Source: an optimization exercise on an open RTL-to-GDS flow (aim: small area). Production flows keep margins and buffers that such runs may drop. In this exercise RTL edits were held to simulation tests only and were not proved equivalent to the original. Power figures rest on the tool's default switching activity, not on a simulated workload.

`flow/run.sh`:
```
#!/bin/bash
# synth_recipe.tcl (not shown) runs the flow's synth.tcl, then flattens the netlist and writes it again
# the make line also repeats each setting of config.mk as NAME=value (left out here)
make -C /OpenROAD-flow-scripts/flow DESIGN_CONFIG=/design/flow/config.mk WORK_HOME=/design/flow/orfs CLKGATE_MAP_FILE= SYNTH_SCRIPT=/design/flow/synth_recipe.tcl finish
```
`flow/constraint.sdc`:
```
create_clock -name core_clock -period 10.0 [get_ports {clk}]
set_input_delay 2.0000 -clock core_clock [delete_from_list [all_inputs] [get_ports {clk}]]
set_output_delay 2.0000 -clock core_clock [all_outputs]
set_load 0.01 [all_outputs]
```
`flow/config.mk`:
```
export PLATFORM = sky130hd
export DESIGN_NAME = arm_ctrl_datamem
export DESIGN_NICKNAME = arm_ctrl_datamem
export VERILOG_FILES = /design/flow/design.v
export SDC_FILE = /design/flow/constraint.sdc
export NUM_CORES = 4
export LEC_CHECK = 0
export CAP_MARGIN = 20
export CORE_MARGIN = 2
export CORE_UTILIZATION = 40
export SLEW_MARGIN = 20
```
`flow/design.v`:
```
package arm_ctrl_pkg;
  localparam logic [10:0] OP_ADD  = 11'b10001011000;
  localparam logic [10:0] OP_SUB  = 11'b11001011000;
  localparam logic [10:0] OP_AND  = 11'b10001010000;
  localparam logic [10:0] OP_ORR  = 11'b10101010000;
  localparam logic [10:0] OP_LDUR = 11'b11111000010;
  localparam logic [10:0] OP_STUR = 11'b11111000000;
  localparam logic [7:0]  OP_CBZ_PFX = 8'b10110100;
  localparam logic [10:0] OP_EOR  = 11'b11001010000;
  localparam logic [1:0] ALU_OP_MEM    = 2'b00;
  localparam logic [1:0] ALU_OP_BRANCH = 2'b01;
  localparam logic [1:0] ALU_OP_RTYPE  = 2'b10;
  localparam logic [1:0] ALU_OP_RSVD   = 2'b11;
  localparam logic [5:0] ALU_CTL_AND   = 6'b000000;
  localparam logic [5:0] ALU_CTL_ORR   = 6'b000001;
  localparam logic [5:0] ALU_CTL_ADD   = 6'b000010;
  localparam logic [5:0] ALU_CTL_EOR   = 6'b000011;
  localparam logic [5:0] ALU_CTL_SUB   = 6'b000110;
  localparam logic [5:0] ALU_CTL_PASSB = 6'b000111;
  typedef struct packed {
    logic       regToLoc;
    logic       aluSrc;
    logic       memToReg;
    logic       regWrite;
    logic       memRead;
    logic       memWrite;
    logic       branch;
    logic [1:0] aluOp;
  } ctrl_t;
  localparam ctrl_t CTRL_NONE  = {1'b0, 1'b0, 1'b0, 1'b0, 1'b0, 1'b0, 1'b0, ALU_OP_MEM};
  localparam ctrl_t CTRL_RTYPE = {1'b0, 1'b0, 1'b0, 1'b1, 1'b0, 1'b0, 1'b0, ALU_OP_RTYPE};
  localparam ctrl_t CTRL_LDUR  = {1'b0, 1'b1, 1'b1, 1'b1, 1'b1, 1'b0, 1'b0, ALU_OP_MEM};
  localparam ctrl_t CTRL_STUR  = {1'b1, 1'b1, 1'b0, 1'b0, 1'b0, 1'b1, 1'b0, ALU_OP_MEM};
  localparam ctrl_t CTRL_CBZ   = {1'b1, 1'b0, 1'b0, 1'b0, 1'b0, 1'b0, 1'b1, ALU_OP_BRANCH};
endpackage
module arm_data_mem #(
  parameter int MEM_WORDS = 32,
  parameter int ADDR_LSB  = 3
) (
  input  logic        clk,
  input  logic        reset,
  input  logic [63:0] addr_i,
  input  logic [63:0] wdata_i,
  input  logic        we_i,
  input  logic        re_i,
  output logic [63:0] rdata_o
);
  localparam int IDX_W = (MEM_WORDS > 1) ? $clog2(MEM_WORDS) : 1;
  logic [63:0]      mem_q [MEM_WORDS];
  logic [IDX_W-1:0] idx;
  logic             unusedAddr;
  assign idx        = addr_i[ADDR_LSB +: IDX_W];
  assign unusedAddr = ^addr_i;
  always_ff @(posedge clk or posedge reset) begin
    if (reset) begin
      for (int i = 0; i < MEM_WORDS; i++) begin
        mem_q[i] <= '0;
      end
    end else if (we_i) begin
      mem_q[idx] <= wdata_i;
    end
  end
  assign rdata_o = (re_i && !reset) ? mem_q[idx] : 64'h0;
endmodule
module arm_ctrl_datamem #(
  parameter int MEM_WORDS = 32,
  parameter int ADDR_LSB  = 3
) (
  input  logic        clk,
  input  logic        reset,
  input  logic [10:0] opcode,
  input  logic [63:0] mem_addr,
  input  logic [63:0] mem_wdata,
  output logic        reg_to_loc,
  output logic        branch,
  output logic        mem_read,
  output logic        mem_to_reg,
  output logic [1:0]  alu_op,
  output logic        mem_write,
  output logic        alu_src,
  output logic        reg_write,
  output logic [5:0]  alu_ctl,
  output logic [63:0] mem_rdata,
  output logic        illegal_op
);
  arm_ctrl_pkg::ctrl_t      ctrl;
  logic       illegal;
  logic [5:0] aluCtl;
  always_comb begin
    ctrl    = arm_ctrl_pkg::CTRL_NONE;
    illegal = 1'b0;
    if (opcode[10:3] == arm_ctrl_pkg::OP_CBZ_PFX) begin
      ctrl = arm_ctrl_pkg::CTRL_CBZ;
    end else begin
      case (opcode)
        arm_ctrl_pkg::OP_ADD, arm_ctrl_pkg::OP_SUB, arm_ctrl_pkg::OP_AND, arm_ctrl_pkg::OP_ORR: ctrl = arm_ctrl_pkg::CTRL_RTYPE;
        arm_ctrl_pkg::OP_LDUR: ctrl = arm_ctrl_pkg::CTRL_LDUR;
        arm_ctrl_pkg::OP_STUR: ctrl = arm_ctrl_pkg::CTRL_STUR;
        default: illegal = 1'b1;
      endcase
    end
  end
  always_comb begin
    aluCtl = arm_ctrl_pkg::ALU_CTL_ADD;
    case (ctrl.aluOp)
      arm_ctrl_pkg::ALU_OP_BRANCH: aluCtl = arm_ctrl_pkg::ALU_CTL_PASSB;
      arm_ctrl_pkg::ALU_OP_RTYPE: begin
        case (opcode)
          arm_ctrl_pkg::OP_SUB:  aluCtl = arm_ctrl_pkg::ALU_CTL_SUB;
          arm_ctrl_pkg::OP_AND:  aluCtl = arm_ctrl_pkg::ALU_CTL_AND;
          arm_ctrl_pkg::OP_ORR:  aluCtl = arm_ctrl_pkg::ALU_CTL_ORR;
          default: aluCtl = arm_ctrl_pkg::ALU_CTL_ADD;
        endcase
      end
      default: aluCtl = arm_ctrl_pkg::ALU_CTL_ADD;
    endcase
  end
  assign reg_to_loc = ctrl.regToLoc;
  assign alu_src    = ctrl.aluSrc;
  assign mem_to_reg = ctrl.memToReg;
  assign reg_write  = ctrl.regWrite;
  assign mem_read   = ctrl.memRead;
  assign mem_write  = ctrl.memWrite;
  assign branch     = ctrl.branch;
  assign alu_op     = ctrl.aluOp;
  assign alu_ctl    = aluCtl;
  assign illegal_op = illegal;
  arm_data_mem #(
    .MEM_WORDS(MEM_WORDS),
    .ADDR_LSB (ADDR_LSB)
  ) uDataMem (
    .clk    (clk),
    .reset  (reset),
    .addr_i (mem_addr),
    .wdata_i(mem_wdata),
    .we_i   (ctrl.memWrite),
    .re_i   (ctrl.memRead),
    .rdata_o(mem_rdata)
  );
endmodule
```
==> results of run 1 <==
==> cells by family (layout without fill, tap and decap cells) <==
| kind of cell | Yosys count | after routing | share of synthesized area |
|---|---|---|---|
| AOI/OAI and AO/OA | 545 | 545 | 0.04328 |
| other | 1 | 20 | 0.00004092 |
| DFF | 2048 | 2048 | 0.5592 |
| buffers and inverters | 787 | 702 | 0.03639 |
| and+or+nand+nor | 1812 | 1812 | 0.1089 |
| muxes | 2052 | 2052 | 0.2521 |
==> report_power, final <==
group / leakage (nW) / internal, W / switching, W / total (W)
sequential: 28.6 / 0.00829 / 0.00000271 / 0.00830
combinational: 17.9 / 0.0000804 / 0.000575 / 0.000655
clock: 3.49 / 0.00466 / 0.00338 / 0.00803
total: 50.0 / 0.0130 / 0.00395 / 0.0170
==> worst max-delay path by stage <==
stage	slack, ps	cells after the start	to	from
3_5_place_dp	1560	8	mem_rdata[31]	mem_addr[6]
3_3_place_gp	1560	8	mem_rdata[31]	mem_addr[6]
6_report	1460	8	mem_rdata[31]	mem_addr[6]
5_1_grt	1440	8	mem_rdata[31]	mem_addr[6]
2_1_floorplan	-20440	1	uDataMem.mem_q[0][0]	reset
4_1_cts	1560	8	mem_rdata[31]	mem_addr[6]
==> area by class of cell <==
type	count	area (um^2)
Fill cell	20277	124900
Sequential cell	2048	51250
Multi-Input combinational cell	4412	37510
Clock buffer	330	6444
Tap cell	3009	3765
Timing Repair Buffer	314	2934
Clock inverter	53	604.3
Antenna cell	17	42.54
Inverter	5	22.52
==> metal layers <==
layer / global-route usage / part of all wire
met5: 0 / 0.00036
met4: 0.1009 / 0.038
met3: 0.04308 / 0.072
met2: 0.4276 / 0.46
met1: 0.3714 / 0.43
==> placed cells by master (no fill, tap or decap), types with 6 or more instances in the layout <==
cell type and instances:
a21o_1 6, a21oi_1 16, nand4_1 293, buf_2 40
nor4_1 75, nand2_8 19, clkinv_2 32, bufinv_16 10
a22oi_1 248, buf_12 27, clkbuf_8 61, nand2_1 8
nand3_1 1146, mux2_2 2002, mux2_1 47, clkdlybuf4s50_1 118
o21ai_0 70, a2111oi_0 30, nor3_1 41, and3_1 99
and2_2 20, dfrtp_1 2048, and4_1 51, buf_4 126
and2_1 8, clkbuf_1 53, nand2_4 14, a22o_1 97
a31oi_1 66, clkbuf_16 216, diode_2 17
==> per-stage QoR <==
step | instances | area [um^2] | utilization
2_1_floorplan | 7247 | 91650 | -
3_3_place_gp | 9785 | 95610 | 0.4203
3_5_place_dp | 9785 | 95600 | 0.4202
4_1_cts | 10168 | 102700 | 0.4512
5_1_grt | 10181 | 102600 | 0.4508
6_report | 10188 | 102600 | 0.4509
==> results by group, run 1 <==
Power
  – Pwr Total: 0.01699 W
  – Max VDD drop: between 150 and 200 uV
  – Leak Pwr: around 50 nW
  – P per Cell Area: about 170 mW/mm^2

Worst setup path
  – WP data required: roughly 8000 ps
  – CP dominant cell by count: clkdlybuf4s50_1
  – Largest delay contributor family on the critical path: simple AND/OR/NAND/NOR gates
  – Crit path kind: primary input to primary output
  – Nature of the critical path endpoint: primary output
  – Worst reg2reg endpoint: uDataMem.mem_q[28][53]
  – RR Startpoint: uDataMem.mem_q[28][53]
  – Reg2reg path depth: 1
  – Critical path, cell by cell: clkdlybuf4s50_1 > and3b_4 > and2_2 > buf_4 > a22oi_1 > and4_1 > a31oi_1 > clkdlybuf4s50_1
  – R2r setup slk: a little over 9000 ps
  – Critical path's slowest cell: and2_2
  – Critical path peak fanout: 28
  – Worst path buffer plus inverter count: 3
  – Slowest stage delay, CP: roughly 990 ps
  – CP Data Arrival Time: roughly 6500 ps
  – Startpoint types: primary input

Placement
  – DP Worst Slack: ~1600 ps
  – Detailed Place HPWL: 160400 um
  – GPL Wtd Cong: between 0.7 and 0.8
  – PortBufs: 158

Cells and area
  – Largest reg by FF count: uDataMem.mem_q
  – Nets@finish: ~7100
  – Area Overhead vs Synth: 11.93%
  – Share of cells above drive strength 1: 0.3633
  – Number of flip-flops in the largest register: just over 2000
  – Largest registers: uDataMem.mem_q x2048

Global routing
  – GRT Util Overall: 0.2692
  – Vias in the first global route: between 60000 and 70000
  – Antenna violations before repair: 28
  – Largest net degree at the start of global routing: between 150 and 200
  – Final global-route overflow total: 0
  – First-pass GRT wire length: roughly 460000 um

Logic synthesis
  – Avg Cell Area, Syn: 12.65 um^2
  – Synth Instances: 7245
  – Number of synthesized flops with an enable pin: 0
  – Ys async rst share: 1.000
  – Most numerous cell in the Yosys netlist: dfrtp_1
  – Post-synth top cells: 2048 x dfrtp_1, 2002 x mux2_2, 1146 x nand3_1
  – Mapped cell area: 0.09164 mm^2
  – Syn. warnings: 3
  – Number of distinct library cells after synthesis: 48
  – Ys flop type: dfrtp_1
  – Synth area leaders: dfrtp_1 56%, mux2_2 25%, nand3_1 6.3%, a22oi_1 2.0%, nand4_1 2.0%
  – Yosys reg bits: just over 2000
  – Register area share after synthesis: 0.5592
  – Leading area contributor after synthesis: dfrtp_1
  – Top cell type's share of synthesized area: 0.5592

Route
  – Number of routed nets with antenna violations: 0
  – Routed wire length: ~320000 um
  – Starting DRC count in detailed routing: approximately 7000
  – Drt via density: approximately 6.3
  – 1st-pass router iterations: 7
  – DRC viols: 0
  – Via count: between 60000 and 70000
  – Wirelength per Cell: 31.15 um

Clock tree
  – # clock sinks: around 2000
  – Inserted Clock Buffers: 213
  – Clock latency (worst-skew pair): ~850 ps
  – Post-CTS Hold Buffers: 0
  – CTS H-tree lvls: 4
  – Setup Buffers After CTS: 0
  – Root buf cell: clkbuf_16
  – Post-CTS Resized: 0
  – Clock Tree Buf Depth: 3
  – CTS tree: yes
  – Clock Pin Slew Worst Setup and Hold Paths: approximately 60 ps

STA
  – Tmin final: 8540 ps
  – Worst slew pin tran: approximately 1200 ps
  – Setup repair after global routing missed its margin: false
  – Final hold slack: a little under 500 ps
  – Post-route setup TNS: 0 ps
  – Max_slew headroom: 0.2115
  – Fin crit share: 0.8540
  – Endpoints failing setup: 0
  – Hold Violations, Final: 0
  – Final Skew: 0 ps
  – Worst setup margin: about 1500 ps
  – Final slew viol count: 0
  – Fmax: 0.1171 GHz

Run status
  – Status: complete, no violations

Flow run
  – MaxCap Viol Count: 0

Min path
  – HP Start: uDataMem.mem_q[28][10]
  – Hold Path Class: flop to flop
  – Min-Delay Path Depth: 1
  – Hold path endpoint: uDataMem.mem_q[28][10]

Floorplan
  – Die area: approximately 0.23 mm^2
  – Initial core utilization: 0.4028
  – IO Count: 221
  – Die extent in x: 482.6 um
  – Core box area: around 0.23 mm^2
  – Site Rows: ~180
  – Die height: 482.6 um
==> run 2: changes to the inputs <==
--- a/flow/design.v
+++ b/flow/design.v
@@ -35,2 +35,18 @@
 endpackage
+module arm_mem_bit (
+  input  logic clk,
+  input  logic d_i,
+  input  logic ld_i,
+  input  logic hold_i,
+  output logic q_o
+);
+  always_ff @(posedge clk) q_o <= (d_i & ld_i) | (q_o & hold_i);
+endmodule
+module arm_aoi222 (
+  input  logic [2:0] d_i,
+  input  logic [2:0] s_i,
+  output logic       y_n_o
+);
+  assign y_n_o = ~|(d_i & s_i);
+endmodule
 module arm_data_mem #(
@@ -48,17 +64,53 @@
   localparam int IDX_W = (MEM_WORDS > 1) ? $clog2(MEM_WORDS) : 1;
-  logic [63:0]      mem_q [MEM_WORDS];
-  logic [IDX_W-1:0] idx;
-  logic             unusedAddr;
-  assign idx        = addr_i[ADDR_LSB +: IDX_W];
-  assign unusedAddr = ^addr_i;
+  localparam int NGRP  = (MEM_WORDS + 2) / 3;
+  logic [63:0]          mem_q [MEM_WORDS];
+  logic [MEM_WORDS-1:0] valid_q;
+  logic [IDX_W-1:0]     idx;
+  logic [MEM_WORDS-1:0] sel;
+  logic [MEM_WORDS-1:0] wsel;
+  logic [MEM_WORDS-1:0] hold;
+  logic [3*NGRP-1:0]    rsel;
+  assign idx = addr_i[ADDR_LSB +: IDX_W];
+  always_comb begin
+    rsel = '0;
+    for (int i = 0; i < MEM_WORDS; i++) begin
+      sel[i]  = (idx == i[IDX_W-1:0]);
+      wsel[i] = we_i && sel[i];
+      hold[i] = !wsel[i];
+      rsel[i] = re_i && !reset && sel[i] && valid_q[i];
+    end
+  end
   always_ff @(posedge clk or posedge reset) begin
     if (reset) begin
-      for (int i = 0; i < MEM_WORDS; i++) begin
-        mem_q[i] <= '0;
-      end
-    end else if (we_i) begin
-      mem_q[idx] <= wdata_i;
+      valid_q <= '0;
+    end else begin
+      valid_q <= valid_q | wsel;
     end
   end
-  assign rdata_o = (re_i && !reset) ? mem_q[idx] : 64'h0;
+  for (genvar w = 0; w < MEM_WORDS; w++) begin : gWord
+    for (genvar b = 0; b < 64; b++) begin : gBit
+      arm_mem_bit uBit (
+        .clk   (clk),
+        .d_i   (wdata_i[b]),
+        .ld_i  (wsel[w]),
+        .hold_i(hold[w]),
+        .q_o   (mem_q[w][b])
+      );
+    end
+  end
+  for (genvar b = 0; b < 64; b++) begin : gRd
+    logic [3*NGRP-1:0] col;
+    logic [NGRP-1:0]   term_n;
+    for (genvar i = 0; i < 3 * NGRP; i++) begin : gCol
+      assign col[i] = (i < MEM_WORDS) ? mem_q[i][b] : 1'b0;
+    end
+    for (genvar g = 0; g < NGRP; g++) begin : gGrp
+      arm_aoi222 uAoi (
+        .d_i  (col[3*g +: 3]),
+        .s_i  (rsel[3*g +: 3]),
+        .y_n_o(term_n[g])
+      );
+    end
+    assign rdata_o[b] = ~&term_n;
+  end
 endmodule
--- a/flow/config.mk
+++ b/flow/config.mk
@@ -9,3 +9,5 @@
 export CORE_MARGIN = 2
-export CORE_UTILIZATION = 40
+export CORE_UTILIZATION = 55
 export SLEW_MARGIN = 20
+export SYNTH_HIERARCHICAL = 1
+export SYNTH_MINIMUM_KEEP_SIZE = 0
==> run 2 against run 1 <==
  * Still clean
  * Worst setup slack worse by 190 ps
  * Maximum frequency down 2.2%
  * Sequential share of layout area up 0.39 points
  * Cell count down 23%
  * Global-route usage up 15 points
  * Register-to-register slack better by 80 ps
  * Clock-buffer cell count down 19
  * Critical path type unchanged
==> results by group, run 2 <==
Worst setup path
  – Critical path, cell by cell: clkdlybuf4s50_1 > nor4bb_1 > nand3_1 > nor2_1 > nand3b_2 > nor4_4 > buf_4 > buf_4 > a222oi_1 > nand3_1 > or3_1 > clkdlybuf4s50_1 (was clkdlybuf4s50_1 > and3b_4 > and2_2 > buf_4 > a22oi_1 > and4_1 > a31oi_1 > clkdlybuf4s50_1)
  – Critical path peak fanout: 34 (was 28)
  – Crit path kind: primary input to primary output (unchanged)
  – WP data required: 8000 ps (about the same)
  – Critical path's slowest cell: buf_4 (was and2_2)
  – CP Data Arrival Time: 6730 ps (was 6540 ps)
  – Largest delay contributor family on the critical path: buffers and inverters (was simple AND/OR/NAND/NOR gates)
  – Slowest stage delay, CP: 600 ps (was 990 ps)
  – Startpoint types: primary input (unchanged)
  – Worst path buffer plus inverter count: 4 (was 3)
  – Nature of the critical path endpoint: primary output (unchanged)

Power
  – Clk network pwr share: 0.476 (was 0.473)
  – Comb power frac: 0.018 (was 0.039)
  – Switching part of the total: 0.2150 (was 0.2327)
  – P per Cell Area: 197.5 mW/mm^2 (was 165.6 mW/mm^2)
  – Leak Pwr: 31.75 nW (was 50.01 nW)
  – Pwr Total: 0.01640 W (was 0.01699 W)
  – Sequential share of power: 0.506 (was 0.488)
  – Cell-internal power: 0.01287 W (was 0.01303 W)
  – P_sw: 0.003525 W (was 0.003953 W)
  – Max VDD drop: 154.7 uV (was 186.7 uV)

Clock tree
  – Inserted Clock Buffers: 202 (was 213)
  – Setup Buffers After CTS: 0 (unchanged)
  – Clock latency (worst-skew pair): 830 ps (was 850 ps)
  – Post-CTS Hold Buffers: 0 (unchanged)
  – Clock Pin Slew Worst Setup and Hold Paths: 60 ps (about the same)
  – CTS H-tree lvls: 4 (unchanged)
  – Clock Tree Buf Depth: 3 (unchanged)
  – Post-CTS Resized: 0 (unchanged)
  – CTS tree: yes (unchanged)
  – # clock sinks: 2080 (was 2048)
  – Root buf cell: clkbuf_16 (unchanged)

Route
  – 1st-pass router iterations: 15 (was 7)
  – Via count: 62649 (was 64527)
  – Routed wire length: 286000 um (was 317400 um)
  – Number of routed nets with antenna violations: 0 (unchanged)
  – Starting DRC count in detailed routing: 13916 (was 7195)
  – DRC viols: 0 (unchanged)
  – Wirelength per Cell: 36.68 um (was 31.15 um)
  – Drt via density: 8.036 (was 6.334)

Global routing
  – Antenna violations before repair: 11 (was 28)
  – Largest net degree at the start of global routing: 65 (was 185)
  – Vias in the first global route: 59172 (was 64451)
  – GRT Util Overall: 0.4202 (was 0.2692)
  – Final global-route overflow total: 0 (unchanged)
  – First-pass GRT wire length: 410200 um (was 460400 um)

Logic synthesis
  – Synth Instances: 5346 (was 7245)
  – Number of synthesized flops with an enable pin: 0 (unchanged)
  – Number of distinct library cells after synthesis: 46 (was 48)
  – Register area share after synthesis: 0.5983 (was 0.5592)
  – Synth area leaders: dfxtp_1 59%, a22o_1 26%, a222oi_1 10%, nand4_1 1.2%, dfrtp_1 1.1% (was dfrtp_1 56%, mux2_2 25%, nand3_1 6.3%, a22oi_1 2.0%, nand4_1 2.0%)
  – Syn. warnings: 10 (was 3)
  – Ys flop type: dfxtp_1 (was dfrtp_1)
  – Mapped cell area: 0.06986 mm^2 (was 0.09164 mm^2)
  – Ys async rst share: 0.01538 (was 1.000)
  – Leading area contributor after synthesis: dfxtp_1 (was dfrtp_1)
  – Post-synth top cells: 2048 x a22o_1, 2048 x dfxtp_1, 704 x a222oi_1 (was 2048 x dfrtp_1, 2002 x mux2_2, 1146 x nand3_1)
  – Top cell type's share of synthesized area: 0.5869 (was 0.5592)
  – Yosys reg bits: 2080 (was 2048)
  – Avg Cell Area, Syn: 13.07 um^2 (was 12.65 um^2)

Cells and area
  – Share of cells above drive strength 1: 0.1065 (was 0.3633)
  – Most frequent cells in the layout: 2048 x a22o_1, 2048 x dfxtp_1, 704 x a222oi_1, 213 x clkbuf_16, 131 x conb_1 (was 2048 x dfrtp_1, 2002 x mux2_2, 1146 x nand3_1, 293 x nand4_1, 248 x a22oi_1)
  – Number of flip-flops in the largest register: 2048 (unchanged)
  – Largest registers: uDataMem.gWord.gBit.uBit.q_o x2048, uDataMem.valid_q x32 (was uDataMem.mem_q x2048)
  – Final instance area: 0.08301 mm^2 (was 0.1026 mm^2)
  – Nets@finish: 6112 (was 7135)
  – Area Overhead vs Synth: 18.82% (was 11.93%)
  – Largest reg by FF count: uDataMem.gWord.gBit.uBit.q_o (was uDataMem.mem_q)
  – Number of fill cells: 9491 (was 20277)

Floorplan
  – Die extent in x: 360.4 um (was 482.6 um)
  – IO Count: 221 (unchanged)
  – Site Rows: 130 (was 175)
  – Die area: 0.1299 mm^2 (was 0.2329 mm^2)
  – Initial core utilization: 0.5549 (was 0.4028)
  – Die height: 360.4 um (was 482.6 um)
  – Core box area: 0.1259 mm^2 (was 0.2275 mm^2)

STA
  – Fin crit share: 0.8729 (was 0.8540)
  – Max_slew headroom: 0.1367 (was 0.2115)
  – Post-route setup TNS: 0 ps (unchanged)
  – Endpoints failing setup: 0 (unchanged)
  – Fmax: 0.1146 GHz (was 0.1171 GHz)
  – Setup repair after global routing missed its margin: false (unchanged)
  – Hold Violations, Final: 0 (unchanged)
  – Final slew viol count: 0 (unchanged)
  – Final Skew: 0 ps (unchanged)
  – Worst slew pin tran: 1295 ps (was 1183 ps)
  – Final hold slack: 455.2 ps (was 486.8 ps)
  – Tmin final: 8729 ps (was 8540 ps)

Flow run
  – MaxCap Viol Count: 0 (unchanged)

Min path
  – Hold Path Class: flop to flop (unchanged)

Placement
  – PortBufs: 158 (unchanged)
  – GPL Wtd Cong: 0.8127 (was 0.7951)
  – Detailed Place HPWL: 141900 um (was 160400 um)
  – Dpl cell area: 0.07625 mm^2 (was 0.09560 mm^2)

Run status
  – Status: complete, no violations (unchanged)
[run 2: cell count changes after synthesis, sizes merged, moves of 701 or more]
cell / delta
a222oi: +701
mux2: -2049
dfrtp: -2016
dfxtp: +2048
a22o: +1951
nand3: -1072
[run 2: cell type report]
type,count,area [um^2],area share
antenna,8,20.02,0.0002412
clock buffer,311,6188,0.07455
clock inverter,60,603.1,0.007265
inverter,17,63.81,0.0007687
multi-input combinational,3343,29100,0.3506
sequential,2080,41800,0.5035
tap,1650,2064,0.02487
timing repair buffer,327,3172,0.03821
[run 2: modules after synthesis, one instance, submodules excluded, a selection]
module            times used  flops+latches  area [um^2]
arm_aoi222               704              0        10.01
arm_mem_bit             2048              1        28.78
arm_ctrl_datamem           1              0        227.7
[run 2: logic make-up after synthesis]
group	after synthesis	synth area share
compound gates	2791	0.3614
buf+inv	52	0.003761
flops	2080	0.5983
other cells	2	0.0001075
simple gates	421	0.03641
[run 2: final timing paths]
kind | from | endpoint | slack [ps] | depth (start not counted)
worst max-delay path | opcode[7] | mem_rdata[42] | 1270 | 12
worst min-delay path | uDataMem.valid_q[14] | uDataMem.valid_q[14] | 460 | 1
worst max register to register | uDataMem.valid_q[18] | uDataMem.valid_q[18] | 9260 | 2
worst min register to register | uDataMem.valid_q[14] | uDataMem.valid_q[14] | 460 | 1
max in group asynchronous | reset | uDataMem.valid_q[12] | 7680 | 3
min in group asynchronous | reset | uDataMem.valid_q[24] | 1640 | 2
[run 2: layer usage]
layer | part of all wire | global-route usage | routed length [um] | vias up
met5 | 0.00048 | 0.002590 | 136 | -
met4 | 0.049 | 0.1953 | 13880 | 16
met3 | 0.15 | 0.1365 | 42930 | 1016
met2 | 0.41 | 0.5923 | 117200 | 5657
li1 | - | - | - | 24909
met1 | 0.39 | 0.5821 | 111800 | 31051
[run 2: per-stage QoR]
stage / std cells / worst slack, ps / util
after global placement: 7408 / 1492 / 0.6055
final: 7796 / 1271 / 0.6594
after floorplan: 5475 / 646.5 / -
after CTS: 7783 / 1356 / 0.6596
after global routing: 7789 / 1094 / 0.6592
after detailed placement: 7412 / 1382 / 0.6056
[run 2: power groups by stage]
stage,Combinational (W),Sequential (W),Clock (W)
final,0.000298,0.00829,0.00781
after CTS,0.000296,0.00830,0.00781
after global placement,0.000296,0.00848,0
after floorplan,0.0000699,0.00848,0
after detailed placement,0.000295,0.00848,0
after global routing,0.000318,0.00829,0.00815

[re-timing with driven ports]
The flow's constraints put no driver on any port. The routed layouts listed below were extracted and timed again, unchanged, in two steps.
Step 1 (the two cells are an assumption about what drives the block):
set clk [get_ports {clk}]
set_driving_cell -lib_cell sky130_fd_sc_hd__clkbuf_16 $clk
set_driving_cell -lib_cell sky130_fd_sc_hd__buf_2 [delete_from_list [all_inputs] $clk]
Step 2 moves the port delays by t, midway between the first and last clock arrival at a register: inputs arrive t later, outputs are due t later. That takes back most of the time a late clock gives input paths.
Slacks: ideal / step 1 / step 2; pairs: ideal / step 1.
run	t (ns)	setup slack, ns	slew at the worst register clock pin (ns)
run 1	0.955	1.460 / 1.400 / 1.400	0.07 / 0.07
run 2	0.918	1.271 / 1.241 / 1.241	0.07 / 0.07
After both steps every run listed still meets setup and hold. For run 1, which loses most, drivers alone change the setup slack by -0.060 ns; drivers and shift together by -0.060 ns.
